Source: an optimization exercise on an open RTL-to-GDS flow (aim: small area, a short achievable clock period and few clock cycles per item). Production flows keep margins and buffers that such runs may drop. The RTL was checked by simulation tests, not by an equivalence proof against the original design. Power and IR drop assume default switching activity.

===== flow/flow/run.sh =====
#!/bin/bash
# Standard synthesis, then the standard layout with plain buffers on the ports and
# without the delay cells as buffers.
set -uo pipefail
bash standard.sh synth > synth.log 2>&1 || exit 1
export BUFFER_PORTS_ARGS="-buffer_cell sky130_fd_sc_hd__buf_1"
export DONT_USE_CELLS="sky130_fd_sc_hd__clkdlybuf4s15_1 sky130_fd_sc_hd__clkdlybuf4s15_2 sky130_fd_sc_hd__clkdlybuf4s18_1 sky130_fd_sc_hd__clkdlybuf4s18_2 sky130_fd_sc_hd__clkdlybuf4s25_1 sky130_fd_sc_hd__clkdlybuf4s25_2 sky130_fd_sc_hd__clkdlybuf4s50_1 sky130_fd_sc_hd__clkdlybuf4s50_2 sky130_fd_sc_hd__dlygate4sd1_1 sky130_fd_sc_hd__dlygate4sd2_1 sky130_fd_sc_hd__dlygate4sd3_1 sky130_fd_sc_hd__dlymetal6s2s_1 sky130_fd_sc_hd__dlymetal6s4s_1 sky130_fd_sc_hd__dlymetal6s6s_1"
bash standard.sh > layout.log 2>&1

===== flow/standard.sh =====
#!/bin/bash
# synth_recipe.tcl (not shown) runs the flow's synth.tcl, then flattens the netlist and writes it again
# the make line also repeats each setting of config.mk as NAME=value (left out here)
make -C /OpenROAD-flow-scripts/flow DESIGN_CONFIG=/design/flow/config.mk WORK_HOME=/design/flow/orfs CLKGATE_MAP_FILE= SYNTH_SCRIPT=/design/flow/synth_recipe.tcl "${@:-finish}"

===== flow/config.mk =====
export PLATFORM = sky130hd
export DESIGN_NAME = ethernet_ipv4_header_classifier
export DESIGN_NICKNAME = ethernet_ipv4_header_classifier
export VERILOG_FILES = /design/flow/design.v
export SDC_FILE = /design/flow/constraint.sdc
export NUM_CORES = 4
export LEC_CHECK = 0
export ABC_AREA = 1
export CAP_MARGIN = 20
export CORE_MARGIN = 2
export CORE_UTILIZATION = 50
export SETUP_SLACK_MARGIN = 3.4
export SLEW_MARGIN = 20

===== flow/constraint.sdc =====
create_clock -name core_clock -period 5.5 [get_ports {clk}]
set_input_delay 1.1000 -clock core_clock [delete_from_list [all_inputs] [get_ports {clk}]]
set_output_delay 1.1000 -clock core_clock [all_outputs]
set_load 0.01 [all_outputs]

===== flow/design.v =====
module ethernet_ipv4_header_classifier (
  input  logic         clk,
  input  logic         rst_n,
  input  logic         in_tvalid,
  output logic         in_tready,
  input  logic [7:0]   in_tdata,
  input  logic         in_tlast,
  output logic         out_tvalid,
  input  logic         out_tready,
  output logic [127:0] out_tdata
);
  logic [16:0] lc_r;         
  logic [5:0]  sp_r;         
  logic [1:0]  et_r;         
  logic        a4_r;         
  logic [1:0]  pr_r;         
  logic [3:0]  thm_r;        
  logic        tok_r;        
  logic [6:0]  q_r;          
  logic        ak_r;         
  logic        pk_r;         
  logic [31:0] src_r, dst_r;
  logic [7:0]  ttl_r;
  logic [15:0] sport_r, dport_r;
  logic        acc_o, dec_o, aok_o, pok_o;
  logic [2:0]  cls_o;
  logic        ov_r, skv_r, itr_r;
  logic [2:0]  sk_cls;       
  logic [7:0] d;
  logic fire, mid, ev, out_free, to_out, sk_move;
  assign d        = in_tdata;
  assign fire     = in_tvalid && itr_r;
  assign mid      = fire && !in_tlast;
  assign ev       = fire && in_tlast;
  assign out_free = !ov_r || out_tready;
  assign to_out   = ev && out_free;
  assign sk_move  = skv_r && out_tready;
  logic p12, p13, p14, p22, p23, pge13;
  logic [3:0] psrc, pdst;
  assign p12   = sp_r == 6'd12;
  assign p13   = sp_r == 6'd13;
  assign p14   = sp_r == 6'd14;
  assign p22   = sp_r == 6'd22;
  assign p23   = sp_r == 6'd23;
  assign psrc  = {sp_r == 6'd26, sp_r == 6'd27, sp_r == 6'd28, sp_r == 6'd29};
  assign pdst  = {sp_r == 6'd30, sp_r == 6'd31, sp_r == 6'd32, sp_r == 6'd33};
  assign pge13 = sp_r >= 6'd13;
  logic t1, t2, t3, t4, t13;
  assign t1  = q_r == 7'h7e;
  assign t2  = q_r == 7'h7f;
  assign t3  = q_r == 7'd0;
  assign t4  = q_r == 7'd1;
  assign t13 = q_r == 7'd10;
  logic e4_13, ea_13, e6_13, e4, ea, e6;
  assign e4_13 = et_r == 2'b01 && d == 8'h00;
  assign ea_13 = et_r == 2'b01 && d == 8'h06;
  assign e6_13 = et_r == 2'b10 && d == 8'hDD;
  assign e4 = p13 ? e4_13 : et_r == 2'b01;
  assign ea = p13 ? ea_13 : et_r == 2'b10;
  assign e6 = p13 ? e6_13 : et_r == 2'b11;
  logic ge, r_aok, r_acc, r_dec;
  logic [2:0] r_cls;
  assign ge    = pge13;
  assign r_aok = ak_r;
  assign r_cls[2] = ge && !e4 || r_aok && pr_r == 2'b00;
  assign r_cls[1] = ge && !e4 && !ea || r_aok && pr_r[1];
  assign r_cls[0] = ge && !e4 && !e6 || r_aok && pr_r[0];
  assign r_acc = ge && !e4 || r_aok;
  assign r_dec = ge && ea || r_aok;
  logic ak_nxt, pk_nxt;
  assign ak_nxt = ak_r || a4_r && q_r == 7'h7c;
  assign pk_nxt = pk_r || a4_r && !q_r[6] &&
                  (pr_r == 2'b01 && tok_r && q_r[5:2] == thm_r && q_r[1:0] == 2'b00 ||
                   pr_r == 2'b10 && q_r[5:0] == 6'd4);
  always_ff @(posedge clk) begin
    if (!rst_n) begin
      a4_r <= 1'b0;
      q_r  <= 7'h40;
      ak_r <= 1'b0;
      pk_r <= 1'b0;
    end else if (fire) begin
      ak_r <= !in_tlast && ak_nxt;
      pk_r <= !in_tlast && pk_nxt;
      if (in_tlast) begin
        a4_r <= 1'b0;
        q_r  <= 7'h40;
      end else if (p14 && d[3:0] >= 4'd5) begin
        a4_r <= e4 && d[7:4] == 4'd4;
        q_r  <= {1'b1, ~d[3:0], 2'b11};
      end else if (q_r != 7'd63) begin
        q_r <= q_r + 7'd1;
      end
    end
  end
  always_ff @(posedge clk) begin
    if (!rst_n) begin
      lc_r <= 17'd1;
      sp_r <= 6'd0;
    end else begin
      if (!ov_r) begin
        if (mid && !lc_r[16]) lc_r <= lc_r + 17'd1;
      end else if (out_tready) begin
        lc_r <= {11'd0, sp_r + {5'd0, mid} + 6'd1};
      end
      if (sk_move || to_out) begin
        sp_r <= 6'd0;
      end else if (mid && sp_r != 6'd63) begin
        sp_r <= sp_r + 6'd1;
      end
    end
  end
  always_ff @(posedge clk) begin
    if (fire) begin
      if (p12) et_r <= {d == 8'h86, d == 8'h08};
      if (p13) et_r <= e4_13 ? 2'b01 : ea_13 ? 2'b10 : e6_13 ? 2'b11 : 2'b00;
      if (p23) pr_r <= (d == 8'd6)  ? 2'b01 :
                       (d == 8'd17) ? 2'b10 :
                       (d == 8'd1)  ? 2'b11 : 2'b00;
      if (t13) begin
        thm_r <= d[7:4] - 4'd1;
        tok_r <= d[7:4] >= 4'd5;
      end
    end
  end
  logic       clr_a, clr_p;
  logic [7:0] da, dp;
  assign clr_a = sk_move || (to_out && !r_aok);
  assign clr_p = sk_move || (to_out && !pk_r);
  assign da    = clr_a ? 8'd0 : d;
  assign dp    = clr_p ? 8'd0 : d;
  always_ff @(posedge clk) begin
    if (clr_a || fire && p22) ttl_r <= da;
    for (int i = 0; i < 4; i++) begin
      if (clr_a || fire && psrc[i]) src_r[8*i +: 8] <= da;
      if (clr_a || fire && pdst[i]) dst_r[8*i +: 8] <= da;
    end
    if (clr_p || fire && t1) sport_r[15:8] <= dp;
    if (clr_p || fire && t2) sport_r[7:0]  <= dp;
    if (clr_p || fire && t3) dport_r[15:8] <= dp;
    if (clr_p || fire && t4) dport_r[7:0]  <= dp;
  end
  always_ff @(posedge clk) begin
    if (sk_move) begin
      cls_o <= sk_cls;
      acc_o <= sk_cls[2];
      dec_o <= sk_cls[2] && !sk_cls[1];
      aok_o <= 1'b0;
      pok_o <= 1'b0;
    end else if (to_out) begin
      cls_o <= r_cls;
      acc_o <= r_acc;
      dec_o <= r_dec;
      aok_o <= r_aok;
      pok_o <= pk_r;
    end
    if (ev && !out_free) sk_cls <= r_cls;
  end
  logic ov_nxt, skv_nxt, blk_nxt;
  assign ov_nxt  = ov_r && !out_tready || skv_r || ev;
  assign skv_nxt = skv_r ? !out_tready : ev && ov_r && !out_tready;
  assign blk_nxt = ov_r && !out_tready && (mid ? sp_r >= 6'd21 : sp_r >= 6'd22);
  always_ff @(posedge clk) begin
    if (!rst_n) begin
      ov_r  <= 1'b0;
      skv_r <= 1'b0;
      itr_r <= 1'b1;
    end else begin
      ov_r  <= ov_nxt;
      skv_r <= skv_nxt;
      itr_r <= !skv_nxt && !blk_nxt;
    end
  end
  assign in_tready  = itr_r;
  assign out_tvalid = ov_r;
  assign out_tdata  = {lc_r, dport_r, sport_r, pok_o, ttl_r, dst_r, src_r,
                       aok_o, dec_o, cls_o, acc_o};
endmodule

==> out/metrics.csv, run 1 <==
stage,metric,value,unit
power_and_ir_drop,Net Sw Frac,25.2,%
global_routing,number of global-route vias before repair,4688,
status,status,finished clean,
drt,vias per cell,5.18,
drt,final WL,15900,um
worst_setup_path,CP most frequent cell,nand2_2,
power_and_ir_drop,P_int,2.02,mW
yosys,number of synthesized flops with an enable pin,121,
yosys,Synth Area in Simple Gates,19.2,%
sta,RSZ-0062 raised after global routing,yes,
sta,Final Hold Fails,0,
sta,final setup violating endpoints,0,
yosys,post-synthesis mux area share,0,%
sta,Max Slew Vio Count,0,
yosys,Syn. warnings,1,
place,placer congestion estimate,0.886,
cells_and_area,share of cells above drive strength 1,19.6,%
cts,clock net sink count,159,
floorplanning,FP Rows,42,
power_and_ir_drop,Comb pwr share,8.4,%
sta,Slew headroom,65.5,%
worst_setup_path,crit start category,input pin,
yosys,Synth Area in XOR/XNOR,1.03,%
floorplanning,die area,14500,um^2
cts,CTS tree,built,
yosys,Async SR Flop Fraction,0,%
worst_setup_path,slowest CP cell,nor2_2,
cells_and_area,antenna diode count,0,
global_routing,all-layer global routing usage,22.3,%
cts,worst-case clock buffer depth,2,
power_and_ir_drop,Worst VDD drop,0.152,mV
global_routing,grt total ovfl,0,
floorplanning,Ports,143,
place,DP HPWL,11700,um
sta,WHS,0.466,ns
worst_setup_path,Worst EP required,5.69,ns
yosys,Mapped Nets,658,
worst_setup_path,crit path DAT,2.29,ns
power_and_ir_drop,sequential share of power,51.2,%
drt,Initial DRC Count,434,
floorplanning,Starting Density,51.2,%
cells_and_area,most frequent cells in the layout,"buf_1 (127), edfxtp_1 (121), nand2_1 (110)",
yosys,Mapped Cells,631,
global_routing,antenna violations before repair,0,
worst_hold_path,Hold Path Class,reg -> reg,
sta,Slew @ Worst Pin,0.518,ns
yosys,synthesized cell area,6770,um^2
floorplanning,core footprint,13200,um^2
drt,remaining antenna violation count,0,
worst_setup_path,crit end category,flip-flop,
cts,clock buffer count from CTS,17,
place,PortBufs,142,
cells_and_area,nets,821,
cts,clock latency (worst-skew pair),0.42,ns
yosys,largest family of logic cells by synthesized area,simple AND/OR/NAND/NOR gates,
sta,fmax,477,MHz
yosys,Post-Syn Area per Cell,10.7,um^2
global_routing,pin count of the biggest net entering global routing,20,
drt,drt first pass iters,4,
floorplanning,die extent in y,120,um
cells_and_area,area grow syn2layout,25.7,%
run,max cap viols,0,
yosys,register area share after synthesis,64.9,%
sta,Tcrit/Tclk final,38.1,%
power_and_ir_drop,clock network power share,40.4,%
cts,Root Driver,clkbuf_16,
worst_setup_path,"Buf+Inv Stages, Crit Path",2,
power_and_ir_drop,Switch Pwr,681,uW
worst_setup_path,largest delay contributor family on the critical path,simple AND/OR/NAND/NOR gates,
power_and_ir_drop,pwr dens,317,nW/um^2
floorplanning,chip width,120,um
worst_setup_path,crit path cell chain,"buf_2, nand2_2, nand2_2, nand2_8, inv_6, nor2_2",
worst_setup_path,"slowest stage delay, CP",0.31,ns
yosys,Yosys reg bits,159,
sta,setup TNS,0,ns
drt,total number of vias,5089,
cells_and_area,"most common cell after layout, fill and taps aside",buf_1,
power_and_ir_drop,leak pwr,3.11,nW
yosys,Synth Area in Compound Gates,6.63,%
worst_setup_path,CP Max Fanout,10,
global_routing,global-route wire length before repair,24600,um
drt,wire per inst,16.2,um
yosys,Synth Area in Adders,2.59,%
sta,Final Skew,0.0118,ns
yosys,synth unique cells,36,
sta,final period demand of the worst path,2.10,ns
worst_setup_path,Setup Crit Path Kind,in -> reg,
drt,Remaining DRCs,0,
cts,H-Tree Level Count,4,
yosys,top_reg_cell synth,edfxtp_1,
cts,clk slew on worst S/H paths,0.06,ns
[final cells by class]
type	count	area, um^2
fill	1121	4720
timing repair buffer	155	649
clock buffer	18	429
tap	176	220
inverter	77	308
sequential	159	4410
multi-input combinational	384	2380
clock inverter	14	121
[flip-flops by register name, summed over array words and instances (netlist names)]
| name | count |
|---|---|
| cls_o | 3 |
| pr_r | 2 |
| a4_r | 1 |
| sport_r | 16 |
| skv_r | 1 |
| sk_cls | 3 |
| dst_r | 32 |
| thm_r | 4 |
| ttl_r | 8 |
| pk_r | 1 |
| ov_r | 1 |
| lc_r | 17 |
| tok_r | 1 |
| sp_r | 6 |
| itr_r | 1 |
| pok_o | 1 |
| q_r | 7 |
| ak_r | 1 |
| dec_o | 1 |
| et_r | 2 |
| aok_o | 1 |
| dport_r | 16 |
| acc_o | 1 |
| src_r | 32 |
[cell usage after synthesis, types with 5 or more instances]
| library cell | instances | area (um^2) |
|---|---|---|
| a21oi_1 | 26 | 130 |
| buf_4 | 6 | 45.0 |
| dfxtp_1 | 38 | 761 |
| edfxtp_1 | 121 | 3630 |
| ha_1 | 14 | 175 |
| inv_1 | 69 | 259 |
| inv_2 | 7 | 26.3 |
| nand2_1 | 119 | 447 |
| nand2_2 | 7 | 43.8 |
| nand3_1 | 38 | 190 |
| nand3_2 | 6 | 60.1 |
| nand3b_1 | 5 | 37.5 |
| nand4_1 | 14 | 87.6 |
| nor2_1 | 74 | 278 |
| o21ai_0 | 28 | 140 |
| o21ai_1 | 7 | 35.0 |
| o31ai_1 | 5 | 37.5 |
| xor2_1 | 5 | 43.8 |
[stage by stage]
stage	std cells	util, %	cell area (um^2)	total power, mW	worst slack, ns
after floorplan	631	-	7070	1.54	3.29
after global placement	938	58.4	7730	1.61	2.76
after detailed placement	938	58.4	7730	1.62	2.70
after CTS	979	63.6	8420	2.71	3.34
after global routing	983	64.3	8520	2.80	3.32
final	983	64.3	8520	2.70	3.40
[cell families (layout without fill, tap and decap cells)]
| logic type | Yosys count | count (layout) |
|---|---|---|
| and+or+nand+nor | 282 | 282 |
| DFF | 159 | 159 |
| buffers and inverters | 88 | 264 |
| AOI/OAI and AO/OA | 80 | 80 |
| adders and majority gates | 14 | 14 |
| xor gates and xnor gates | 8 | 8 |
[worst register-to-register path, cell delays in order, from the launching register on]
cell	delay, ns
dfxtp_1	0.46
inv_1	0.14
ha_1	0.24
inv_1	0.15
nand2_1	0.08
nand2_1	0.07
nand2_1	0.12
inv_1	0.08
nor2_1	0.04
nand2_1	0.11
nand2_2	0.07
nand2_1	0.06
nand2_1	0.05
[power by group through the flow]
stage | combinational [mW] | sequential (mW) | clock [mW]
after detailed placement | 0.209 | 1.41 | 0
after global placement | 0.206 | 1.41 | 0
after global routing | 0.250 | 1.38 | 1.17
after floorplan | 0.117 | 1.42 | 0
after CTS | 0.221 | 1.38 | 1.11
final | 0.226 | 1.38 | 1.09
[repair_timing]
| action | in CTS | in global routing |
|---|---|---|
| resized for setup | 23 | 31 |
| endpoints found under the setup margin | 238 | 100 |
| hold buffers | 0 | 0 |
| setup buffers | 9 | 4 |
| pin swaps | 3 | 2 |
[layer usage]
metal / GRT usage, % / part of all wire, %
met1: 32.1 / 47
met2: 34.3 / 46
met3: 5.19 / 5.9
met5: 0 / 0
met4: 5.96 / 0.92
[final timing paths]
path	startpoint	endpoint	slack, ns	depth (start not counted)
max reg2reg	sp_r[1]	cls_o[1]	3.58	12
max	out_tready	ttl_r[6]	3.40	6
min reg2reg	aok_o	aok_o	0.47	2
min	aok_o	aok_o	0.47	2
Testbench counts, summed over its fixed seeds: cycles 308,813, bytes 308,670.
==> run 2, diff against run 1 <==
--- a/flow/config.mk
+++ b/flow/config.mk
@@ -8,6 +8,7 @@
 export ABC_AREA = 1
 export CAP_MARGIN = 20
 export CORE_MARGIN = 2
-export CORE_UTILIZATION = 50
+export CORE_UTILIZATION = 55
 export SETUP_SLACK_MARGIN = 3.4
 export SLEW_MARGIN = 20
+export TNS_END_PERCENT = 0
==> run 2 against run 1 <==
Still clean on timing, DRC and antenna. Final cell count shrank 4.2%. First-iteration DRC count shrank 9.0%. Hold slack gained 0.0052 ns. Die area shrank 8.8%. Critical endpoint is now lc_r[4]. Highest routed layer unchanged.
==> out/metrics.csv, run 2 <==
stage,metric,value,unit
status,status,finished clean,
power_and_ir_drop,leak pwr,3.02,nW
drt,wire per inst,16.6,um
yosys,Post-Syn Area per Cell,10.7,um^2
cells_and_area,antenna diode count,0,
global_routing,number of global-route vias before repair,4750,
cells_and_area,Filler cells,943,
worst_setup_path,crit path DAT,2.56,ns
cts,worst-case clock buffer depth,2,
worst_hold_path,hold path startpoint,pok_o,
yosys,Mapped Nets,658,
yosys,largest family of logic cells by synthesized area,simple AND/OR/NAND/NOR gates,
worst_setup_path,crit start category,input pin,
cells_and_area,area taken by flip-flops and latches,4400,um^2
place,DP HPWL,11400,um
cells_and_area,Multi-input gate area,2280,um^2
yosys,number of synthesized flops with an enable pin,121,
yosys,post-synthesis mux area share,0,%
cts,clock net sink count,159,
cts,clk slew on worst S/H paths,0.07,ns
yosys,Commonest cells post-synth,"edfxtp_1 (121), nand2_1 (119), nor2_1 (74), inv_1 (69)",
sta,final setup violating endpoints,0,
worst_setup_path,Worst EP required,5.82,ns
drt,remaining antenna violation count,0,
worst_setup_path,Setup Crit Path Kind,in -> reg,
cts,H-Tree Level Count,4,
global_routing,pin count of the biggest net entering global routing,20,
worst_setup_path,crit path from,in_tvalid,
global_routing,global-route wire length before repair,24200,um
cells_and_area,nets,810,
yosys,synth unique cells,36,
drt,wl on met1,6960,um
sta,setup TNS,0,ns
yosys,Async SR Flop Fraction,0,%
sta,Tcrit/Tclk final,40.8,%
yosys,Synth area leaders,"edfxtp_1 (54%), dfxtp_1 (11%), nand2_1 (6.6%)",
yosys,cell with the most instances after synthesis,edfxtp_1,
floorplanning,core footprint,12000,um^2
sta,final period demand of the worst path,2.25,ns
cts,clock latency (worst-skew pair),0.42,ns
global_routing,all-layer global routing usage,24.1,%
cts,CTS tree,built,
yosys,Synth Area in Adders,2.59,%
place,placed cell area,7560,um^2
cells_and_area,Top Registers,"dst_r: 32 flops, src_r: 32 flops, lc_r: 17 flops",
yosys,top_reg_cell synth,edfxtp_1,
yosys,synthesized cell area,6770,um^2
yosys,Syn. warnings,1,
cts,Root Driver,clkbuf_16,
drt,Initial DRC Count,395,
cells_and_area,"most common cell after layout, fill and taps aside",buf_1,
yosys,Synth Area in XOR/XNOR,1.03,%
sta,WHS,0.472,ns
cells_and_area,Final Cell Area,8300,um^2
yosys,Yosys reg bits,159,
worst_setup_path,crit end category,flip-flop,
floorplanning,Ports,143,
sta,Slew @ Worst Pin,0.532,ns
sta,Final Skew,0.00946,ns
global_routing,grt total ovfl,0,
power_and_ir_drop,Power Total,2.76,mW
drt,routed wl met3,1240,um
global_routing,antenna violations before repair,0,
sta,Final Hold Fails,0,
cts,clock buffer count from CTS,17,
drt,total number of vias,5158,
floorplanning,FP Rows,40,
drt,vias per cell,5.48,
yosys,Synth Area in Simple Gates,19.2,%
worst_setup_path,reg2reg start,sp_r[1],
yosys,Synth Area in Compound Gates,6.63,%
place,PortBufs,142,
cells_and_area,share of cells above drive strength 1,13.1,%
yosys,Yosys top cell area share,53.6,%
cells_and_area,Finished Core Util,69.1,%
drt,final WL,15700,um
sta,Slew headroom,64.5,%
sta,fmax,445,MHz
drt,Remaining DRCs,0,
drt,drt first pass iters,5,
worst_hold_path,Hold Path Class,reg -> reg,
floorplanning,chip width,115,um
place,placer congestion estimate,0.857,
drt,highest routed layer,met4,
run,max cap viols,0,
yosys,Synth area leader,edfxtp_1,
floorplanning,Starting Density,56.4,%
worst_setup_path,CP Max Fanout,8,
sta,RSZ-0062 raised after global routing,yes,
cells_and_area,area grow syn2layout,22.5,%
floorplanning,die extent in y,115,um
sta,Max Slew Vio Count,0,
floorplanning,die area,13200,um^2
yosys,Mapped Cells,631,
power_and_ir_drop,pwr dens,332,nW/um^2
power_and_ir_drop,Worst VDD drop,0.166,mV
yosys,register area share after synthesis,64.9,%
drt,Met2 Routed Length,7290,um
cells_and_area,most frequent cells in the layout,"buf_1 (141), edfxtp_1 (121), nand2_1 (116)",
==> run 2: cell type report <==
cell class / count / area share (%)
clock buffer: 18 / 5.17
timing repair buffer: 144 / 6.62
inverter: 77 / 3.68
sequential: 159 / 53.0
multi-input combinational: 384 / 27.5
tap: 147 / 2.22
clock inverter: 13 / 1.88
==> run 2: path summary, 6_finish.rpt <==
kind              end  slack, ns  cells after the start
max           lc_r[4]       3.25                     12
min             pok_o       0.47                      2
max reg2reg  cls_o[0]       3.66                      9
min reg2reg     pok_o       0.47                      2
==> run 2: power by group <==
part           leakage, nW  internal (mW)  total [mW]  switching (mW)
clock                0.279          0.678        1.16           0.486
combinational         1.29         0.0588       0.212           0.153
sequential            1.45           1.36        1.38          0.0263
==> run 2: critical path: stages <==
cell	delay, ns
buf_1	0.19
nand2_8	0.13
nor2_4	0.24
inv_2	0.11
ha_4	0.18
inv_2	0.07
ha_4	0.14
nand3_2	0.06
nand3_1	0.08
o21ai_1	0.06
o21bai_1	0.14
inv_1	0.05
==> run 2: routing by layer <==
layer | up-vias | GRT usage [%]
met5 | - | 0
met4 | 0 | 6.99
met3 | 15 | 6.43
met2 | 252 | 38.4
met1 | 2430 | 33.1
li1 | 2461 | -
==> run 2: cells by family (layout without fill, tap and decap cells) <==
group,Yosys count,in the layout
AOI/OAI and AO/OA,80,80
DFF,159,159
buffers and inverters,88,252
xor gates and xnor gates,8,8
and+or+nand+nor,282,282
adders and majority gates,14,14
==> run 2: metrics by stage <==
stage | cells | setup WS, ns
global placement | 909 | 2.69
detailed placement | 909 | 2.63
global route | 942 | 3.17
finish | 942 | 3.25
CTS | 942 | 3.27
floorplan | 631 | 3.28
==> run 2: repair_timing <==
action | 4_1_cts | 5_1_grt
setup buffers | 2 | 0
hold buffers | 0 | 0
endpoints found under the setup margin | 242 | 263
gates resized for setup | 21 | 2
pin swaps | 2 | 0
==> run 3, diff against run 2 <==
--- a/flow/config.mk
+++ b/flow/config.mk
@@ -11,4 +11,4 @@
 export CORE_UTILIZATION = 55
 export SETUP_SLACK_MARGIN = 3.4
 export SLEW_MARGIN = 20
-export TNS_END_PERCENT = 0
+export TNS_END_PERCENT = 20
==> run 3 against run 2 <==
Flip-flop and latch count did not move. Final cell count rose by 0.96%. Power fell by 1.4%. Non-clock buffer count rose by 8. Critical path depth fell by 11. Hold slack got worse by 0.0022 ns. Via count fell by 0.33%. Register-to-register slack barely moved. Critical path type is now reg -> out. Critical endpoint is now in_tready.
==> out/metrics.csv, run 3 <==
stage,metric,value,unit
status,status,finished clean,
worst_setup_path,crit path DAT,1.03,ns
cells_and_area,share of cells above drive strength 1,16.2,%
worst_setup_path,"slowest stage delay, CP",0.42,ns
worst_setup_path,"Buf+Inv Stages, Crit Path",1,
cells_and_area,"most common cell after layout, fill and taps aside",buf_1,
drt,remaining antenna violation count,0,
cells_and_area,Filler cells,942,
sta,setup TNS,0,ns
yosys,number of synthesized flops with an enable pin,121,
place,PortBufs,142,
place,dpl ws,2.68,ns
floorplanning,die area,13200,um^2
sta,Final Skew,0.00691,ns
cts,cts hold-fix bufs,0,
global_routing,all-layer global routing usage,24.4,%
sta,WHS,0.469,ns
cells_and_area,Top Registers,"dst_r: 32 flops, src_r: 32 flops, lc_r: 17 flops",
cts,CTS tree,built,
yosys,Commonest cells post-synth,"edfxtp_1 (121), nand2_1 (119), nor2_1 (74), inv_1 (69)",
sta,Slew @ Worst Pin,0.587,ns
sta,final setup violating endpoints,0,
cells_and_area,most frequent cells in the layout,"buf_1 (137), edfxtp_1 (121), nand2_1 (113)",
cts,Root Driver,clkbuf_16,
sta,Final Hold Fails,0,
sta,RSZ-0062 raised after global routing,yes,
yosys,cell with the most instances after synthesis,edfxtp_1,
global_routing,pin count of the biggest net entering global routing,20,
yosys,top_reg_cell synth,edfxtp_1,
yosys,synth unique cells,36,
drt,drt first pass iters,6,
worst_setup_path,crit end category,output port,
power_and_ir_drop,Power Total,2.72,mW
yosys,Mapped Nets,658,
cells_and_area,nets,818,
yosys,Post-Syn Area per Cell,10.7,um^2
drt,wire per inst,16.6,um
cts,H-Tree Level Count,4,
drt,Remaining DRCs,0,
sta,post-route setup slack,3.37,ns
cells_and_area,antenna diode count,0,
power_and_ir_drop,Worst VDD drop,0.144,mV
cts,clock net sink count,159,
sta,final period demand of the worst path,2.13,ns
yosys,Synth area leaders,"edfxtp_1 (54%), dfxtp_1 (11%), nand2_1 (6.6%)",
floorplanning,chip width,115,um
worst_setup_path,largest delay contributor family on the critical path,flip-flops,
global_routing,global-route wire length before repair,24200,um
floorplanning,Ports,143,
cts,clk slew on worst S/H paths,0.06,ns
yosys,register area share after synthesis,64.9,%
worst_setup_path,slowest CP cell,dfxtp_1,
yosys,Syn. warnings,1,
yosys,Synth area leader,edfxtp_1,
worst_setup_path,CP Max Fanout,2,
floorplanning,core footprint,12000,um^2
floorplanning,FP Rows,40,
drt,total number of vias,5141,
sta,Slew headroom,60.6,%
cells_and_area,area grow syn2layout,23.9,%
yosys,Mapped Cells,631,
cts,clock buffer count from CTS,17,
place,placer congestion estimate,0.862,
global_routing,number of global-route vias before repair,4698,
global_routing,antenna violations before repair,0,
power_and_ir_drop,pwr dens,324,nW/um^2
run,max cap viols,0,
sta,Tcrit/Tclk final,38.7,%
drt,Initial DRC Count,496,
cts,clock latency (worst-skew pair),0.43,ns
place,DP HPWL,11400,um
yosys,Yosys top cell area share,53.6,%
yosys,Async SR Flop Fraction,0,%
power_and_ir_drop,leak pwr,3.07,nW
drt,vias per cell,5.41,
cts,worst-case clock buffer depth,2,
drt,final WL,15800,um
sta,Max Slew Vio Count,0,
worst_setup_path,Worst EP required,4.40,ns
sta,fmax,470,MHz
floorplanning,Starting Density,56.4,%
yosys,synthesized cell area,6770,um^2
floorplanning,die extent in y,115,um
worst_setup_path,crit path cell chain,buf_1,
global_routing,grt total ovfl,0,
worst_setup_path,Setup Crit Path Kind,reg -> out,
worst_hold_path,Hold Path Class,reg -> reg,
worst_setup_path,crit start category,flip-flop,
yosys,Yosys reg bits,159,
==> run 3: cell counts after synthesis <==
No cell type changed its count.
==> run 3: tightest hold or removal path: cells and delay by family (launching register included) <==
| kind | cells | cell delay [ns] |
|---|---|---|
| flip-flops | 1 | 0.32 |
| buffers and inverters | 1 | 0.05 |
| AO/OA/AOI/OAI | 1 | 0.05 |
==> run 3: path summary, 6_finish.rpt <==
path / start / end / slack [ns] / cells past startpoint
max: itr_r / in_tready / 3.37 / 1
min: aok_o / aok_o / 0.47 / 2
max reg2reg: sp_r[1] / cls_o[0] / 3.66 / 9
min reg2reg: aok_o / aok_o / 0.47 / 2
==> run 3: final cells by class <==
class                      instances  area (um^2)  area share (%)
sequential                       159         4400            52.4
clock buffer                      18          429            5.11
multi-input combinational        384         2310            27.5
inverter                          77          308            3.67
timing repair buffer             152          627            7.47
clock inverter                    14          135            1.61
tap                              147          184            2.19
==> run 3: metrics by stage <==
stage,util (%),std cells,area [um^2]
2_1_floorplan,-,631,6970
3_3_place_gp,63.2,909,7600
3_5_place_dp,63.2,909,7600
4_1_cts,69.2,946,8310
5_1_grt,69.9,951,8390
6_report,69.9,951,8390
==> run 3: logic make-up after synthesis <==
group	Yosys count	synth area share [%]
buf+inv	88	5.69
compound gates	80	6.63
fa+ha+maj	14	2.59
xor+xnor	8	1.03
simple gates	282	19.2
flops	159	64.9
==> run 3: power breakdown <==
part	total, mW	switching, mW	internal, mW
Clock	1.11	0.484	0.630
Sequential	1.38	0.0246	1.36
Combinational	0.223	0.158	0.0652
Total	2.72	0.667	2.05
==> run 3: layer usage <==
metal / GRT usage [%] / up-vias / share of wire [%]
met3: 5.90 / 25 / 7.9
li1: - / 2468 / -
met1: 35.1 / 2423 / 45
met4: 7.87 / 0 / 1.4
met2: 36.9 / 225 / 46
met5: 0 / - / 0
==> run 3: repair_timing <==
item / 4_1_cts / 5_1_grt
endpoints found under the setup margin: 243 / 215
setup buffers: 5 / 5
pin swaps: 3 / 2
gates resized for setup: 20 / 18
cloned: 0 / 0
endpoints found under the hold margin: 0 / 0
==> run 4, diff against run 3 <==
--- a/flow/config.mk
+++ b/flow/config.mk
@@ -11,4 +11,3 @@
 export CORE_UTILIZATION = 55
 export SETUP_SLACK_MARGIN = 3.4
 export SLEW_MARGIN = 20
-export TNS_END_PERCENT = 20
==> run 4 against run 3 <==
Still clean. Synthesized cell count is the same. Setup slack better by 0.012 ns. Global-route usage is essentially flat. Maximum frequency grew 0.58%. Die area is the same. Critical path depth is 10 higher. Hold slack better by 0.0063 ns. Largest power group unchanged. Highest routed layer unchanged.
==> out/metrics.csv, run 4 <==
stage,metric,value,unit
cts,clock buffer count from CTS,17,
global_routing,pin count of the biggest net entering global routing,20,
yosys,Async SR Flop Fraction,0,%
cells_and_area,share of cells above drive strength 1,19.0,%
yosys,Yosys reg bits,159,
global_routing,antenna violations before repair,0,
place,dpl ws,2.67,ns
power_and_ir_drop,leak pwr,3.13,nW
yosys,Synth area leader,edfxtp_1,
place,PortBufs,142,
power_and_ir_drop,Power Total,2.79,mW
power_and_ir_drop,Worst VDD drop,0.204,mV
sta,setup TNS,0,ns
cells_and_area,Final Cell Area,8500,um^2
sta,Slew @ Worst Pin,0.567,ns
yosys,top_reg_cell synth,edfxtp_1,
worst_setup_path,Setup Crit Path Kind,in -> reg,
floorplanning,die area,13200,um^2
floorplanning,Ports,143,
yosys,register area share after synthesis,64.9,%
cts,clock latency (worst-skew pair),0.42,ns
cells_and_area,area grow syn2layout,25.4,%
run,max cap viols,0,
place,placed cell area,7690,um^2
place,DP HPWL,11500,um
worst_setup_path,crit path DAT,2.29,ns
worst_setup_path,crit end category,flip-flop,
place,placer congestion estimate,0.925,
drt,wire per inst,16.9,um
cts,clk slew on worst S/H paths,0.06,ns
worst_setup_path,slowest CP cell,inv_1,
yosys,Yosys top cell area share,53.6,%
sta,Final Skew,0.0101,ns
sta,Tcrit/Tclk final,38.4,%
sta,RSZ-0062 raised after global routing,yes,
worst_setup_path,"slowest stage delay, CP",0.28,ns
global_routing,number of global-route vias before repair,4762,
cts,H-Tree Level Count,4,
drt,remaining antenna violation count,0,
yosys,number of synthesized flops with an enable pin,121,
drt,drt first pass iters,5,
yosys,Syn. warnings,1,
worst_setup_path,crit path cell chain,"buf_1, inv_1, nand2_1, nor2_1, nand3_1, nand2_1, nand2_1, nand2_1, nand2_2, nand2_1, nand2_1",
sta,fmax,473,MHz
cells_and_area,Finished Core Util,70.7,%
drt,final WL,16000,um
sta,final setup violating endpoints,0,
sta,post-route setup slack,3.39,ns
cells_and_area,Top Registers,"dst_r: 32 flops, src_r: 32 flops, lc_r: 17 flops",
drt,Remaining DRCs,0,
yosys,Mapped Nets,658,
cells_and_area,Finished Layout Cells,947,
yosys,Synth area leaders,"edfxtp_1 (54%), dfxtp_1 (11%), nand2_1 (6.6%)",
cts,worst-case clock buffer depth,2,
cts,CTS tree,built,
cells_and_area,most frequent cells in the layout,"buf_1 (125), edfxtp_1 (121), nand2_1 (111)",
cts,clock net sink count,159,
floorplanning,die extent in y,115,um
worst_setup_path,CP Max Fanout,8,
sta,Slew headroom,62.2,%
status,status,finished clean,
global_routing,global-route wire length before repair,24300,um
sta,WHS,0.476,ns
floorplanning,chip width,115,um
global_routing,grt total ovfl,0,
drt,total number of vias,5130,
yosys,synthesized cell area,6770,um^2
cells_and_area,antenna diode count,0,
yosys,Mapped Cells,631,
sta,Max Slew Vio Count,0,
cells_and_area,"most common cell after layout, fill and taps aside",buf_1,
yosys,synth unique cells,36,
floorplanning,Starting Density,56.4,%
drt,Initial DRC Count,379,
worst_setup_path,crit start category,input pin,
drt,vias per cell,5.42,
worst_setup_path,Worst EP required,5.68,ns
yosys,cell with the most instances after synthesis,edfxtp_1,
floorplanning,FP Rows,40,
place,DP Cell Count,909,
worst_setup_path,CP most frequent cell,nand2_1,
cells_and_area,nets,815,
worst_hold_path,Hold Path Class,reg -> reg,
power_and_ir_drop,pwr dens,328,nW/um^2
cts,cts hold-fix bufs,0,
cts,Root Driver,clkbuf_16,
yosys,Post-Syn Area per Cell,10.7,um^2
sta,final period demand of the worst path,2.11,ns
yosys,Commonest cells post-synth,"edfxtp_1 (121), nand2_1 (119), nor2_1 (74), inv_1 (69)",
sta,Final Hold Fails,0,
global_routing,all-layer global routing usage,24.4,%
floorplanning,core footprint,12000,um^2
==> run 4: cell count changes in the layout (fill, tap and decap cells not counted), moves of 4 or more <==
cell / previous run / this run
dfxtp_1: 36 / 26
nor2_1: 60 / 56
clkbuf_2: 4 / 14
nor2_4: 7 / 11
buf_1: 137 / 125
dfxtp_2: 0 / 11
==> run 4: worst max-delay path: cells and delay by family <==
family	cells	cell delay [ns]
AND/OR/NAND/NOR	9	0.78
buffers and inverters	2	0.40
==> run 4: logic make-up after synthesis <==
family / share of synthesized area, %
fa+ha+maj: 2.59
simple gates: 19.2
xor+xnor: 1.03
buf+inv: 5.69
flops: 64.9
compound gates: 6.63
==> run 4: path summary, 6_finish.rpt <==
check / endpoint / startpoint / slack (ns) / depth (start not counted)
worst min register to register: aok_o / aok_o / 0.48 / 2
worst min-delay path: aok_o / aok_o / 0.48 / 2
worst max-delay path: cls_o[1] / in_tdata[6] / 3.39 / 11
worst max register to register: q_r[4] / sp_r[0] / 3.68 / 9
==> run 4: timing repair <==
item | in CTS | in global routing
gates resized for setup | 22 | 39
setup buffers | 6 | 1
pin swaps | 3 | 2
setup endpoints to repair | 241 | 116
==> run 4: where the power goes <==
group / switching [mW] / internal [mW] / total [mW]
Clock: 0.468 / 0.714 / 1.18
Sequential: 0.0250 / 1.36 / 1.38
Combinational: 0.162 / 0.0662 / 0.228
==> run 4: area by class of cell <==
| cell class | count | area (um^2) |
|---|---|---|
| Sequential cell | 159 | 4410 |
| Tap cell | 147 | 184 |
| Multi-Input combinational cell | 384 | 2380 |
| Timing Repair Buffer | 149 | 613 |
| Clock inverter | 13 | 163 |
| Clock buffer | 18 | 429 |
| Inverter | 77 | 313 |
| Fill cell | 888 | 3510 |
==> run 4: metal layers <==
metal  up-vias  track usage [%]  share of wire [%]
met1      2407             34.2                 45
li1       2463                -                  -
met3        28             6.48                7.8
met2       232             37.1                 45
met4         0             8.59                1.5
met5         -                0                  0
==> run 5, diff against run 4 <==
--- a/flow/config.mk
+++ b/flow/config.mk
@@ -8,6 +8,7 @@
 export ABC_AREA = 1
 export CAP_MARGIN = 20
 export CORE_MARGIN = 2
-export CORE_UTILIZATION = 55
+export CORE_UTILIZATION = 50
 export SETUP_SLACK_MARGIN = 3.4
 export SLEW_MARGIN = 20
+export TNS_END_PERCENT = 40
==> run 5 against run 4 <==
Still clean on timing, DRC and antenna. Register-to-register slack got worse by 0.16 ns. Via count increased by 0.23%. Sequential power about the same. Hold slack got worse by 0.0031 ns. Maximum frequency decreased by 1.2%. Critical path depth unchanged. Clock power decreased by 5%. Die area increased by 9.6%. Final cell count increased by 3.6%. Clock skew decreased by 0.0039 ns. Flip-flop and latch count unchanged. Core utilization decreased by 6.5 points.
==> out/metrics.csv, run 5 <==
stage,metric,value,unit
status,status,finished clean,
yosys,cell with the most instances after synthesis,edfxtp_1,
power_and_ir_drop,Worst VDD drop,0.186,mV
drt,wire per inst,16.8,um
cts,clock buffer count from CTS,17,
place,PortBufs,142,
floorplanning,Starting Density,51.2,%
drt,drt first pass iters,7,
drt,final WL,16500,um
sta,setup TNS,0,ns
sta,Final Skew,0.00620,ns
cts,H-Tree Level Count,4,
cells_and_area,Top Registers,"dst_r: 32 flops, src_r: 32 flops, lc_r: 17 flops",
drt,Remaining DRCs,0,
power_and_ir_drop,pwr dens,320,nW/um^2
yosys,Syn. warnings,1,
worst_setup_path,crit end category,flip-flop,
worst_hold_path,Hold Path Class,reg -> reg,
sta,Max Slew Vio Count,0,
global_routing,all-layer global routing usage,23.0,%
yosys,number of synthesized flops with an enable pin,121,
global_routing,global-route wire length before repair,25100,um
drt,Initial DRC Count,521,
worst_setup_path,reg2reg path depth,9,
floorplanning,FP Rows,42,
worst_setup_path,crit start category,input pin,
place,placer congestion estimate,0.859,
global_routing,number of global-route vias before repair,4722,
yosys,top_reg_cell synth,edfxtp_1,
yosys,Mapped Nets,658,
cells_and_area,area grow syn2layout,25.6,%
sta,Slew headroom,61.8,%
yosys,Yosys reg bits,159,
cts,clk slew on worst S/H paths,0.06,ns
worst_hold_path,Hold Crit Depth,2,
yosys,Async SR Flop Fraction,0,%
yosys,register area share after synthesis,64.9,%
global_routing,grt total ovfl,0,
drt,total number of vias,5142,
cts,CTS tree,built,
sta,fmax,467,MHz
power_and_ir_drop,Power Total,2.73,mW
place,DP Cell Count,938,
cells_and_area,most frequent cells in the layout,"buf_1 (133), edfxtp_1 (121), nand2_1 (110)",
sta,Slew @ Worst Pin,0.568,ns
cells_and_area,"most common cell after layout, fill and taps aside",buf_1,
global_routing,antenna violations before repair,0,
floorplanning,core footprint,13200,um^2
worst_setup_path,crit path DAT,2.32,ns
yosys,Post-Syn Area per Cell,10.7,um^2
cts,cts hold-fix bufs,0,
cts,worst-case clock buffer depth,2,
floorplanning,chip width,120,um
worst_setup_path,Setup Crit Path Kind,in -> reg,
yosys,Mapped Cells,631,
cells_and_area,nets,821,
cts,clock net sink count,159,
cts,clock latency (worst-skew pair),0.42,ns
sta,RSZ-0062 raised after global routing,yes,
yosys,synth unique cells,36,
yosys,Yosys top cell area share,53.6,%
sta,WHS,0.473,ns
floorplanning,Ports,143,
sta,final period demand of the worst path,2.14,ns
cells_and_area,antenna diode count,0,
yosys,Commonest cells post-synth,"edfxtp_1 (121), nand2_1 (119), nor2_1 (74), inv_1 (69)",
floorplanning,die area,14500,um^2
cells_and_area,Finished Layout Cells,981,
worst_setup_path,CP Max Fanout,6,
yosys,synthesized cell area,6770,um^2
cts,Root Driver,clkbuf_16,
yosys,Synth area leader,edfxtp_1,
sta,Final Hold Fails,0,
place,DP HPWL,12200,um
yosys,Synth area leaders,"edfxtp_1 (54%), dfxtp_1 (11%), nand2_1 (6.6%)",
drt,remaining antenna violation count,0,
global_routing,pin count of the biggest net entering global routing,20,
sta,Tcrit/Tclk final,38.9,%
cells_and_area,share of cells above drive strength 1,17.6,%
drt,vias per cell,5.24,
floorplanning,die extent in y,120,um
worst_setup_path,Worst EP required,5.68,ns
run,max cap viols,0,
power_and_ir_drop,leak pwr,3.11,nW
sta,final setup violating endpoints,0,
run 5: cell counts after synthesis:
Identical to the previous run, type by type.
run 5: what timing repair did:
| action | in CTS | in global routing |
|---|---|---|
| buffers inserted | 4 | 9 |
| gates resized for setup | 21 | 32 |
| pin swaps | 1 | 5 |
| endpoints found under the setup margin | 253 | 112 |
| cloned | 0 | 0 |
run 5: cell families after synthesis:
group / count (synthesis) / share of synthesized area, %
AND/OR/NAND/NOR: 282 / 19.2
adder cells (fa/ha/maj): 14 / 2.59
AO/OA/AOI/OAI: 80 / 6.63
flip-flops: 159 / 64.9
XOR/XNOR: 8 / 1.03
buffers and inverters: 88 / 5.69
run 5: worst max-delay path, cell delays in order:
cell and delay [ns]:
buf_1 0.16, inv_2 0.19, nand2_1 0.08, nor2_1 0.25
nand3_2 0.14, nand2_2 0.09, nand2_1 0.06, nand2_2 0.08
nand2_2 0.06, nand2_1 0.05, nand2_1 0.05
run 5: per-layer routing:
layer / track usage (%) / up-vias / share of wire [%]
li1: - / 2474 / -
met1: 31.8 / 2438 / 46
met2: 36.3 / 211 / 47
met3: 5.19 / 19 / 6.3
met4: 7.19 / 0 / 1.3
met5: 0 / - / 0
run 5: where the power goes:
part / switching (mW) / total [mW] / internal, mW
Sequential: 0.0260 / 1.38 / 1.36
Combinational: 0.159 / 0.227 / 0.0674
Clock: 0.490 / 1.12 / 0.627
run 5: area by class of cell:
class / instances / area [um^2]
Timing Repair Buffer: 155 / 642
Multi-Input combinational cell: 384 / 2370
Tap cell: 176 / 220
Sequential cell: 159 / 4410
Clock buffer: 17 / 425
Fill cell: 1102 / 4730
Clock inverter: 13 / 130
Inverter: 77 / 315
run 5: path summary, 6_finish.rpt:
path | start | to | slack, ns
max reg2reg | sp_r[1] | cls_o[0] | 3.52
max | in_tdata[3] | cls_o[1] | 3.36
min reg2reg | aok_o | aok_o | 0.47
min | aok_o | aok_o | 0.47
run 5: through the flow:
stage | worst slack (ns) | utilization (%) | area (um^2)
2_1_floorplan | 3.28 | - | 7030
5_1_grt | 3.30 | 64.2 | 8510
3_5_place_dp | 2.68 | 58.0 | 7690
6_report | 3.36 | 64.2 | 8510
4_1_cts | 3.33 | 63.1 | 8360
3_3_place_gp | 2.72 | 58.0 | 7690
==> run 6, diff against run 5 <==
--- a/flow/config.mk
+++ b/flow/config.mk
@@ -11,4 +11,4 @@
 export CORE_UTILIZATION = 50
 export SETUP_SLACK_MARGIN = 3.4
 export SLEW_MARGIN = 20
-export TNS_END_PERCENT = 40
+export TNS_END_PERCENT = 20
==> run 6 against run 5 <==
Hold slack worse by 0.0042 ns. Global-route usage down 0.056 points. Power up 0.91%. Combinational power about the same. Critical path depth down 10. Largest power group unchanged. Flip-flop and latch count unchanged. Critical endpoint is now in_tready. Critical path type is now reg -> out. Sequential power about the same. Clock skew up 0.00060 ns. Cell area down 0.65%.
==> out/metrics.csv, run 6 <==
stage,metric,value,unit
global_routing,number of global-route vias before repair,4676,
sta,final setup violating endpoints,0,
yosys,Synth Area in Simple Gates,19.2,%
drt,drt first pass iters,5,
place,DP Cell Count,938,
cells_and_area,Final Cell Area,8450,um^2
place,PortBufs,142,
floorplanning,FP Rows,42,
sta,Slew headroom,62.6,%
yosys,Syn. warnings,1,
sta,Slew @ Worst Pin,0.556,ns
yosys,Yosys reg bits,159,
worst_setup_path,CP Max Fanout,2,
cells_and_area,"most common cell after layout, fill and taps aside",buf_1,
yosys,top_reg_cell synth,edfxtp_1,
drt,Initial DRC Count,480,
power_and_ir_drop,pwr dens,325,nW/um^2
global_routing,pin count of the biggest net entering global routing,20,
place,placed cell area,7630,um^2
yosys,Async SR Flop Fraction,0,%
cells_and_area,antenna diode count,0,
yosys,largest family of logic cells by synthesized area,simple AND/OR/NAND/NOR gates,
run,max cap viols,0,
sta,final period demand of the worst path,2.13,ns
cells_and_area,area grow syn2layout,24.8,%
drt,remaining antenna violation count,0,
power_and_ir_drop,Power Total,2.75,mW
worst_setup_path,crit start category,flip-flop,
floorplanning,Ports,143,
sta,Final Skew,0.00680,ns
yosys,cell with the most instances after synthesis,edfxtp_1,
cells_and_area,share of cells above drive strength 1,16.0,%
cts,clock buffer count from CTS,17,
drt,vias per cell,5.25,
global_routing,grt total ovfl,0,
worst_hold_path,Hold Crit Depth,2,
cts,worst-case clock buffer depth,2,
sta,fmax,470,MHz
yosys,register area share after synthesis,64.9,%
worst_setup_path,reg2reg start,sp_r[1],
sta,setup TNS,0,ns
place,placer congestion estimate,0.889,
cells_and_area,Top Registers,"dst_r: 32 flops, src_r: 32 flops, lc_r: 17 flops",
sta,Tcrit/Tclk final,38.7,%
worst_setup_path,Setup Crit Path Kind,reg -> out,
yosys,Yosys top cell area share,53.6,%
floorplanning,die extent in y,120,um
yosys,Synth Area in Adders,2.59,%
yosys,Synth area leader,edfxtp_1,
cts,Root Driver,clkbuf_16,
yosys,Synth area leaders,"edfxtp_1 (54%), dfxtp_1 (11%), nand2_1 (6.6%)",
cells_and_area,nets,819,
drt,final WL,16400,um
worst_setup_path,reg2reg path depth,9,
worst_setup_path,"slowest stage delay, CP",0.43,ns
worst_hold_path,Hold Path Class,reg -> reg,
worst_setup_path,Worst EP required,4.40,ns
worst_setup_path,slowest CP cell,dfxtp_1,
sta,Final Hold Fails,0,
yosys,post-synthesis mux area share,0,%
cells_and_area,Finished Core Util,63.8,%
cts,clock latency (worst-skew pair),0.42,ns
global_routing,antenna violations before repair,0,
global_routing,global-route wire length before repair,25200,um
cts,cts hold-fix bufs,0,
status,status,finished clean,
drt,total number of vias,5152,
worst_setup_path,crit path DAT,1.03,ns
worst_hold_path,hold path startpoint,aok_o,
cts,H-Tree Level Count,4,
power_and_ir_drop,Worst VDD drop,0.177,mV
power_and_ir_drop,leak pwr,3.08,nW
worst_setup_path,crit path cell chain,buf_1,
worst_setup_path,Reg2Reg Setup Slack,3.63,ns
yosys,number of synthesized flops with an enable pin,121,
global_routing,all-layer global routing usage,22.9,%
cts,clock net sink count,159,
cells_and_area,most frequent cells in the layout,"buf_1 (137), edfxtp_1 (121), nand2_1 (113)",
yosys,synth unique cells,36,
floorplanning,core footprint,13200,um^2
floorplanning,Starting Density,51.2,%
cells_and_area,Finished Layout Cells,981,
cts,CTS tree,built,
worst_setup_path,"Buf+Inv Stages, Crit Path",1,
place,DP HPWL,11900,um
floorplanning,chip width,120,um
yosys,Commonest cells post-synth,"edfxtp_1 (121), nand2_1 (119), nor2_1 (74), inv_1 (69)",
yosys,Mapped Cells,631,
sta,RSZ-0062 raised after global routing,yes,
yosys,synthesized cell area,6770,um^2
cts,clk slew on worst S/H paths,0.07,ns
yosys,Post-Syn Area per Cell,10.7,um^2
yosys,Synth Area in XOR/XNOR,1.03,%
drt,Remaining DRCs,0,
yosys,Mapped Nets,658,
yosys,Synth Area in Compound Gates,6.63,%
worst_setup_path,crit end category,output port,
drt,wire per inst,16.7,um
worst_setup_path,FF-to-FF End,cls_o[0],
worst_hold_path,worst hold endpoint,aok_o,
sta,Max Slew Vio Count,0,
floorplanning,die area,14500,um^2
worst_setup_path,largest delay contributor family on the critical path,flip-flops,
[run 6: how the worst max path moves through the flow]
stage / cells after the start / from / endpoint
floorplan: 10 / in_tvalid / lc_r[2]
finish: 1 / itr_r / in_tready
global placement: 7 / in_tvalid / dport_r[3]
detailed placement: 7 / in_tvalid / src_r[23]
CTS: 12 / in_tdata[5] / cls_o[1]
global route: 1 / itr_r / in_tready
[run 6: layer usage]
| layer | global-route usage [%] | wire length (um) | share of wire [%] |
|---|---|---|---|
| met5 | 0 | 0 | 0 |
| met4 | 8.28 | 216 | 1.3 |
| met3 | 4.29 | 998 | 6.1 |
| met2 | 34.4 | 7570 | 46 |
| met1 | 33.4 | 7600 | 46 |
[run 6: through the flow]
stage                     hold slack (ns)  setup slack [ns]
after CTS                           0.468              3.32
after detailed placement            0.460              2.66
after global placement              0.469              2.70
final                               0.468              3.37
after global routing                0.505              3.33
after floorplan                     0.426              3.28
[run 6: worst register-to-register path: cells and delay by family, from the launching register on]
family          cells  cell delay [ns]
compound gates      1             0.08
buf+inv             1             0.15
simple gates        6             0.76
fa+ha+maj           1             0.24
flops               1             0.38
[run 6: final cells by class]
cell class	instances	area [um^2]
clock buffer	17	425
multi-input combinational	386	2340
clock inverter	15	150
inverter	77	315
tap	176	220
timing repair buffer	151	607
fill	1108	4790
sequential	159	4400
[run 6: repair_timing]
action,in CTS,in global routing
gates cloned,0,2
endpoints found under the setup margin,249,257
pin swaps,3,4
gates resized for setup,21,20
setup buffers,4,5
[run 6: power by group]
part	switching, mW	leakage (nW)	internal, mW
logic	0.159	1.35	0.0647
clock network	0.509	0.277	0.636
registers	0.0262	1.46	1.36
total	0.695	3.08	2.06
[run 6: logic make-up (layout without fill, tap and decap cells)]
| group | after synthesis | count (layout) |
|---|---|---|
| compound gates | 80 | 80 |
| flops | 159 | 159 |
| buf+inv | 88 | 260 |
| fa+ha+maj | 14 | 14 |
| simple gates | 282 | 284 |
| xor+xnor | 8 | 8 |
==> run 7, diff against run 6 <==
--- a/flow/config.mk
+++ b/flow/config.mk
@@ -8,7 +8,8 @@
 export ABC_AREA = 1
 export CAP_MARGIN = 20
 export CORE_MARGIN = 2
-export CORE_UTILIZATION = 50
+export CORE_UTILIZATION = 55
+export CTS_BUF_LIST = sky130_fd_sc_hd__clkbuf_8 sky130_fd_sc_hd__clkbuf_16
 export SETUP_SLACK_MARGIN = 3.4
 export SLEW_MARGIN = 20
 export TNS_END_PERCENT = 20
==> run 7 against run 6 <==
Still clean. Register-to-register slack improved by 0.03 ns. Hold slack improved by 0.0036 ns. Via count fell by 0.31%. Non-clock buffer count rose by 1. Critical endpoint unchanged. Largest cell class unchanged. Largest power group unchanged. Highest routed layer unchanged.
==> out/metrics.csv, run 7 <==
stage,metric,value,unit
yosys,Syn. warnings,1,
worst_setup_path,"Buf+Inv Stages, Crit Path",1,
cts,clk slew on worst S/H paths,0.06,ns
worst_setup_path,crit path cell chain,buf_1,
yosys,register area share after synthesis,64.9,%
sta,post-route setup slack,3.37,ns
drt,total number of vias,5136,
place,placed cell area,7600,um^2
sta,WHS,0.472,ns
place,PortBufs,142,
floorplanning,die area,13200,um^2
worst_setup_path,crit start category,flip-flop,
run,max cap viols,0,
cts,worst-case clock buffer depth,2,
sta,Slew headroom,60.6,%
sta,Slew @ Worst Pin,0.587,ns
floorplanning,Ports,143,
power_and_ir_drop,Net Sw Frac,24.6,%
floorplanning,chip width,115,um
yosys,Synth area leader,edfxtp_1,
drt,drt first pass iters,7,
global_routing,all-layer global routing usage,24.4,%
yosys,top_reg_cell synth,edfxtp_1,
cells_and_area,Top Registers,"dst_r: 32 flops, src_r: 32 flops, lc_r: 17 flops",
floorplanning,die extent in y,115,um
cells_and_area,most frequent cells in the layout,"buf_1 (137), edfxtp_1 (121), nand2_1 (113)",
global_routing,pin count of the biggest net entering global routing,20,
place,placer congestion estimate,0.862,
cts,CTS tree,built,
place,DP HPWL,11400,um
global_routing,antenna violations before repair,0,
cts,H-Tree Level Count,4,
yosys,Yosys reg bits,159,
yosys,Post-Syn Area per Cell,10.7,um^2
yosys,Mapped Nets,658,
worst_setup_path,CP Max Fanout,2,
worst_setup_path,"slowest stage delay, CP",0.42,ns
cells_and_area,Final Cell Area,8400,um^2
cts,clock buffer count from CTS,17,
yosys,number of synthesized flops with an enable pin,121,
yosys,Mapped Cells,631,
drt,final WL,15800,um
power_and_ir_drop,Power Total,2.72,mW
yosys,Commonest cells post-synth,"edfxtp_1 (121), nand2_1 (119), nor2_1 (74), inv_1 (69)",
worst_hold_path,Hold Path Class,reg -> reg,
sta,final setup violating endpoints,0,
worst_setup_path,crit end category,output port,
drt,remaining antenna violation count,0,
drt,wire per inst,16.6,um
global_routing,number of global-route vias before repair,4698,
worst_setup_path,slowest CP cell,dfxtp_1,
power_and_ir_drop,Comb pwr share,8.2,%
drt,wl on met1,7040,um
drt,Initial DRC Count,504,
cells_and_area,antenna diode count,0,
yosys,Async SR Flop Fraction,0,%
drt,Met2 Routed Length,7240,um
drt,vias per cell,5.40,
sta,Tcrit/Tclk final,38.7,%
drt,Remaining DRCs,0,
cts,clock latency (worst-skew pair),0.43,ns
floorplanning,FP Rows,40,
cells_and_area,share of cells above drive strength 1,16.2,%
place,dpl ws,2.68,ns
sta,setup TNS,0,ns
power_and_ir_drop,pwr dens,324,nW/um^2
cells_and_area,area grow syn2layout,24.0,%
power_and_ir_drop,leak pwr,3.07,nW
worst_setup_path,Setup Crit Path Kind,reg -> out,
power_and_ir_drop,Worst VDD drop,0.144,mV
global_routing,global-route wire length before repair,24200,um
worst_setup_path,crit path DAT,1.03,ns
floorplanning,Starting Density,56.4,%
power_and_ir_drop,clock network power share,41.0,%
power_and_ir_drop,sequential share of power,50.8,%
floorplanning,core footprint,12000,um^2
power_and_ir_drop,P_int,2.05,mW
yosys,Synth area leaders,"edfxtp_1 (54%), dfxtp_1 (11%), nand2_1 (6.6%)",
global_routing,grt total ovfl,0,
sta,Final Hold Fails,0,
sta,fmax,470,MHz
sta,RSZ-0062 raised after global routing,yes,
worst_setup_path,largest delay contributor family on the critical path,flip-flops,
sta,Final Skew,0.00690,ns
power_and_ir_drop,Switch Pwr,668,uW
yosys,synthesized cell area,6770,um^2
cells_and_area,nets,818,
sta,final period demand of the worst path,2.13,ns
yosys,synth unique cells,36,
cells_and_area,"most common cell after layout, fill and taps aside",buf_1,
drt,highest routed layer,met4,
sta,Max Slew Vio Count,0,
cts,Root Driver,clkbuf_16,
drt,routed wl met3,1270,um
yosys,Yosys top cell area share,53.6,%
status,status,finished clean,
yosys,cell with the most instances after synthesis,edfxtp_1,
cts,cts hold-fix bufs,0,
worst_setup_path,Worst EP required,4.40,ns
cts,clock net sink count,159,
[run 7: cell count changes in the layout (fill, tap and decap cells not counted), sizes merged]
cell,previous run,this run
clkinvlp,5,4
nor2,83,81
buf,147,148
clkinv,7,8
[run 7: cells by family (layout without fill, tap and decap cells)]
logic type,Yosys count,after routing,synth area share [%]
compound gates,80,80,6.63
buf+inv,88,261,5.69
xor+xnor,8,8,1.03
simple gates,282,282,19.2
flops,159,159,64.9
fa+ha+maj,14,14,2.59
[run 7: what timing repair did]
action                                  4_1_cts  5_1_grt
pin swaps                                     3        2
endpoints found under the setup margin      243      215
setup buffers                                 5        5
gates resized for setup                      20       19
[run 7: final timing paths]
check                           slack [ns]    start        end  cells past startpoint
worst min register to register        0.47    aok_o      aok_o                      2
worst min-delay path                  0.47    aok_o      aok_o                      2
worst max register to register        3.66  sp_r[1]   cls_o[0]                      9
worst max-delay path                  3.37    itr_r  in_tready                      1
[run 7: power groups by stage]
| stage | logic (mW) | clock network (mW) | registers [mW] |
|---|---|---|---|
| after detailed placement | 0.204 | 0 | 1.41 |
| after global placement | 0.200 | 0 | 1.41 |
| final | 0.224 | 1.11 | 1.38 |
| after global routing | 0.248 | 1.17 | 1.39 |
| after CTS | 0.218 | 1.13 | 1.38 |
| after floorplan | 0.112 | 0 | 1.42 |
[run 7: stage by stage]
stage / utilization [%] / cells
6_report: 69.9 / 951
4_1_cts: 69.2 / 946
3_3_place_gp: 63.2 / 909
2_1_floorplan: - / 631
5_1_grt: 69.9 / 951
3_5_place_dp: 63.2 / 909
[run 7: metal layers]
| layer | GRT usage (%) | up-vias |
|---|---|---|
| met5 | 0 | - |
| met4 | 7.87 | 0 |
| met3 | 5.90 | 25 |
| met2 | 36.9 | 231 |
| met1 | 35.1 | 2411 |
| li1 | - | 2469 |
[run 7: final cells by class]
cell class | count | area [um^2]
Clock buffer | 17 | 425
Clock inverter | 15 | 139
Fill cell | 941 | 3610
Inverter | 77 | 308
Multi-Input combinational cell | 384 | 2310
Sequential cell | 159 | 4400
Tap cell | 147 | 184
Timing Repair Buffer | 152 | 627
==> run 8, diff against run 7 <==
--- a/flow/config.mk
+++ b/flow/config.mk
@@ -9,7 +9,7 @@
 export CAP_MARGIN = 20
 export CORE_MARGIN = 2
 export CORE_UTILIZATION = 55
-export CTS_BUF_LIST = sky130_fd_sc_hd__clkbuf_8 sky130_fd_sc_hd__clkbuf_16
+export CTS_BUF_LIST = sky130_fd_sc_hd__clkbuf_4 sky130_fd_sc_hd__clkbuf_8
 export SETUP_SLACK_MARGIN = 3.4
 export SLEW_MARGIN = 20
 export TNS_END_PERCENT = 20
==> run 8 against run 7 <==
Still clean on timing, DRC and antenna. Clock power decreased by 26%. Clock skew grew 0.0056 ns. Via count down 1.3%. Clock-buffer cell count is 1 higher. Maximum frequency is 1.0% lower. Die area is the same. Setup slack got worse by 0.022 ns.
==> out/metrics.csv, run 8 <==
stage,metric,value,unit
worst_setup_path,crit end category,output port,
cts,worst-case clock buffer depth,2,
floorplanning,Starting Density,56.4,%
yosys,top_reg_cell synth,edfxtp_1,
global_routing,number of global-route vias before repair,4639,
worst_setup_path,crit start category,flip-flop,
cts,clk slew on worst S/H paths,0.08,ns
worst_setup_path,Setup Crit Path Kind,reg -> out,
cells_and_area,area grow syn2layout,20.7,%
power_and_ir_drop,Net Sw Frac,26.0,%
yosys,Commonest cells post-synth,"edfxtp_1 (121), nand2_1 (119), nor2_1 (74), inv_1 (69)",
global_routing,global-route wire length before repair,23700,um
sta,fmax,465,MHz
drt,vias per cell,5.35,
global_routing,gr busiest metal,met2,
yosys,Synth area leaders,"edfxtp_1 (54%), dfxtp_1 (11%), nand2_1 (6.6%)",
yosys,Yosys reg bits,159,
power_and_ir_drop,leak pwr,2.97,nW
power_and_ir_drop,pwr dens,295,nW/um^2
drt,final WL,15500,um
yosys,Mapped Nets,658,
cells_and_area,Finished Layout Cells,948,
cells_and_area,share of cells above drive strength 1,15.7,%
power_and_ir_drop,clock network power share,33.8,%
floorplanning,core footprint,12000,um^2
yosys,Mapped Cells,631,
sta,setup TNS,0,ns
sta,Final Skew,0.0125,ns
power_and_ir_drop,Worst VDD drop,0.140,mV
cells_and_area,Top Registers,"dst_r: 32 flops, src_r: 32 flops, lc_r: 17 flops",
yosys,synthesized cell area,6770,um^2
yosys,register area share after synthesis,64.9,%
global_routing,GR Util met3,6.17,%
worst_hold_path,Hold Path Class,reg -> reg,
worst_setup_path,"slowest stage delay, CP",0.44,ns
cts,clock buffer count from CTS,17,
drt,wire per inst,16.4,um
worst_setup_path,"Buf+Inv Stages, Crit Path",1,
floorplanning,FP Rows,40,
worst_setup_path,slowest CP cell,edfxtp_1,
cts,clock latency (worst-skew pair),0.46,ns
cells_and_area,nets,815,
yosys,number of synthesized flops with an enable pin,121,
worst_setup_path,crit path DAT,1.05,ns
sta,Final Hold Fails,0,
yosys,Syn. warnings,1,
worst_hold_path,Hold Crit Depth,2,
floorplanning,Ports,143,
cells_and_area,Finished Core Util,68.1,%
cells_and_area,"most common cell after layout, fill and taps aside",buf_1,
place,DP HPWL,11400,um
global_routing,all-layer global routing usage,23.8,%
worst_setup_path,crit path cell chain,clkbuf_2,
global_routing,antenna violations before repair,0,
cts,CTS tree,built,
cts,Root Driver,clkbuf_8,
worst_setup_path,CP Max Fanout,1,
drt,total number of vias,5071,
drt,remaining antenna violation count,0,
sta,Slew headroom,60.7,%
worst_setup_path,Worst path depth,1,
yosys,synth unique cells,36,
place,PortBufs,142,
run,max cap viols,0,
yosys,Synth area leader,edfxtp_1,
global_routing,pin count of the biggest net entering global routing,20,
status,status,finished clean,
yosys,Yosys top cell area share,53.6,%
drt,Remaining DRCs,0,
cts,H-Tree Level Count,4,
worst_setup_path,largest delay contributor family on the critical path,flip-flops,
power_and_ir_drop,P_int,1.79,mW
cells_and_area,antenna diode count,0,
floorplanning,die extent in y,115,um
cts,clock net sink count,159,
sta,Max Slew Vio Count,0,
worst_setup_path,Reg2Reg Setup Slack,3.65,ns
yosys,Post-Syn Area per Cell,10.7,um^2
power_and_ir_drop,Comb pwr share,9.1,%
worst_setup_path,reg2reg path depth,9,
sta,final setup violating endpoints,0,
cells_and_area,most frequent cells in the layout,"buf_1 (138), edfxtp_1 (121), nand2_1 (114)",
place,DP Cell Count,909,
place,placer congestion estimate,0.862,
sta,RSZ-0062 raised after global routing,yes,
global_routing,GRT met2 Usage,35.7,%
power_and_ir_drop,sequential share of power,57.1,%
worst_setup_path,Worst EP required,4.40,ns
floorplanning,chip width,115,um
sta,Tcrit/Tclk final,39.1,%
drt,Initial DRC Count,454,
sta,Slew @ Worst Pin,0.584,ns
yosys,cell with the most instances after synthesis,edfxtp_1,
floorplanning,die area,13200,um^2
power_and_ir_drop,Switch Pwr,628,uW
yosys,Async SR Flop Fraction,0,%
global_routing,met1 global-route usage,34.3,%
drt,drt first pass iters,5,
sta,final period demand of the worst path,2.15,ns
global_routing,grt total ovfl,0,
[run 8: cell counts after synthesis]
Identical to the previous run, type by type.
[run 8: cells by family after synthesis]
| family | share of synthesized area (%) |
|---|---|
| buffers and inverters | 5.69 |
| and+or+nand+nor | 19.2 |
| DFF | 64.9 |
| adders and majority gates | 2.59 |
| AOI/OAI and AO/OA | 6.63 |
| xor gates and xnor gates | 1.03 |
[run 8: path summary, 6_finish.rpt]
path | from | endpoint
setup / recovery | dec_o | out_tdata[4]
hold / removal | aok_o | aok_o
setup reg to reg | sp_r[1] | cls_o[0]
hold reg to reg | aok_o | aok_o
[run 8: metrics by stage]
step	hold WS [ns]	worst slack, ns	power (mW)	instance area, um^2
finish	0.468	3.35	2.42	8180
global route	0.497	3.31	2.50	8180
CTS	0.472	3.21	2.42	8060
detailed placement	0.460	2.68	1.61	7600
global placement	0.469	2.74	1.61	7600
floorplan	0.426	3.28	1.54	6970
[run 8: power by group through the flow]
stage / Clock [mW] / Sequential (mW) / Combinational, mW
after CTS: 0.828 / 1.38 / 0.210
after global placement: 0 / 1.41 / 0.200
after global routing: 0.871 / 1.38 / 0.244
after floorplan: 0 / 1.42 / 0.112
final: 0.817 / 1.38 / 0.220
after detailed placement: 0 / 1.41 / 0.204
[run 8: layer usage]
metal	share of wire, %	wire length [um]
met3	6.5	1020
met1	47	7260
met2	45	7030
met4	1.4	214
met5	0	0
[run 8: layout make-up]
| class | count | area (um^2) |
|---|---|---|
| tap | 147 | 184 |
| clock inverter | 14 | 135 |
| clock buffer | 18 | 241 |
| multi-input combinational | 384 | 2310 |
| inverter | 77 | 310 |
| sequential | 159 | 4400 |
| timing repair buffer | 149 | 597 |
| fill | 977 | 3830 |
[run 8: repair_timing]
item                       in CTS  in global routing
pin swaps                       0                  2
buffers inserted                1                  6
setup endpoints to repair     273                340
resized for setup              12                 27
hold buffers                    0                  0

[port drivers added, routing unchanged]
How much do the figures lean on ideal ports? The routed layouts below were timed once more, with nothing changed but the port constraints.
Step 1 sets driving cells, clkbuf_16 on the clock port and buf_2 on the other inputs (assumed; they add their load-dependent delay and slew).
Step 2 also shifts input and output timing later by t, the mid clock arrival at the registers, as if the neighbouring blocks saw the same clock.
Three values: ideal ports, drivers, drivers and shift; two values: the first two.
| run | t (ns) | setup WS [ns] | worst setup path after step 2 | slew at the worst register clock pin (ns) |
|---|---|---|---|---|
| run 1 | 0.458 | 3.403 / 3.381 / 2.958 | input to register | 0.07 / 0.07 |
| run 2 | 0.457 | 3.253 / 3.242 / 2.818 | input to register | 0.07 / 0.07 |
| run 3 | 0.464 | 3.373 / 3.332 / 2.937 | input to register | 0.06 / 0.06 |
| run 4 | 0.457 | 3.386 / 3.369 / 2.939 | input to register | 0.07 / 0.07 |
| run 5 | 0.456 | 3.360 / 3.360 / 2.921 | input to register | 0.07 / 0.07 |
| run 6 | 0.459 | 3.372 / 3.329 / 2.965 | input to register | 0.07 / 0.07 |
| run 7 | 0.464 | 3.373 / 3.332 / 2.936 | input to register | 0.06 / 0.06 |
| run 8 | 0.486 | 3.351 / 3.315 / 2.893 | input to register | 0.09 / 0.09 |
After both steps setup and hold are still met in every run listed. For run 8, which loses most, drivers alone change the setup slack by -0.036 ns; drivers and shift together by -0.458 ns.
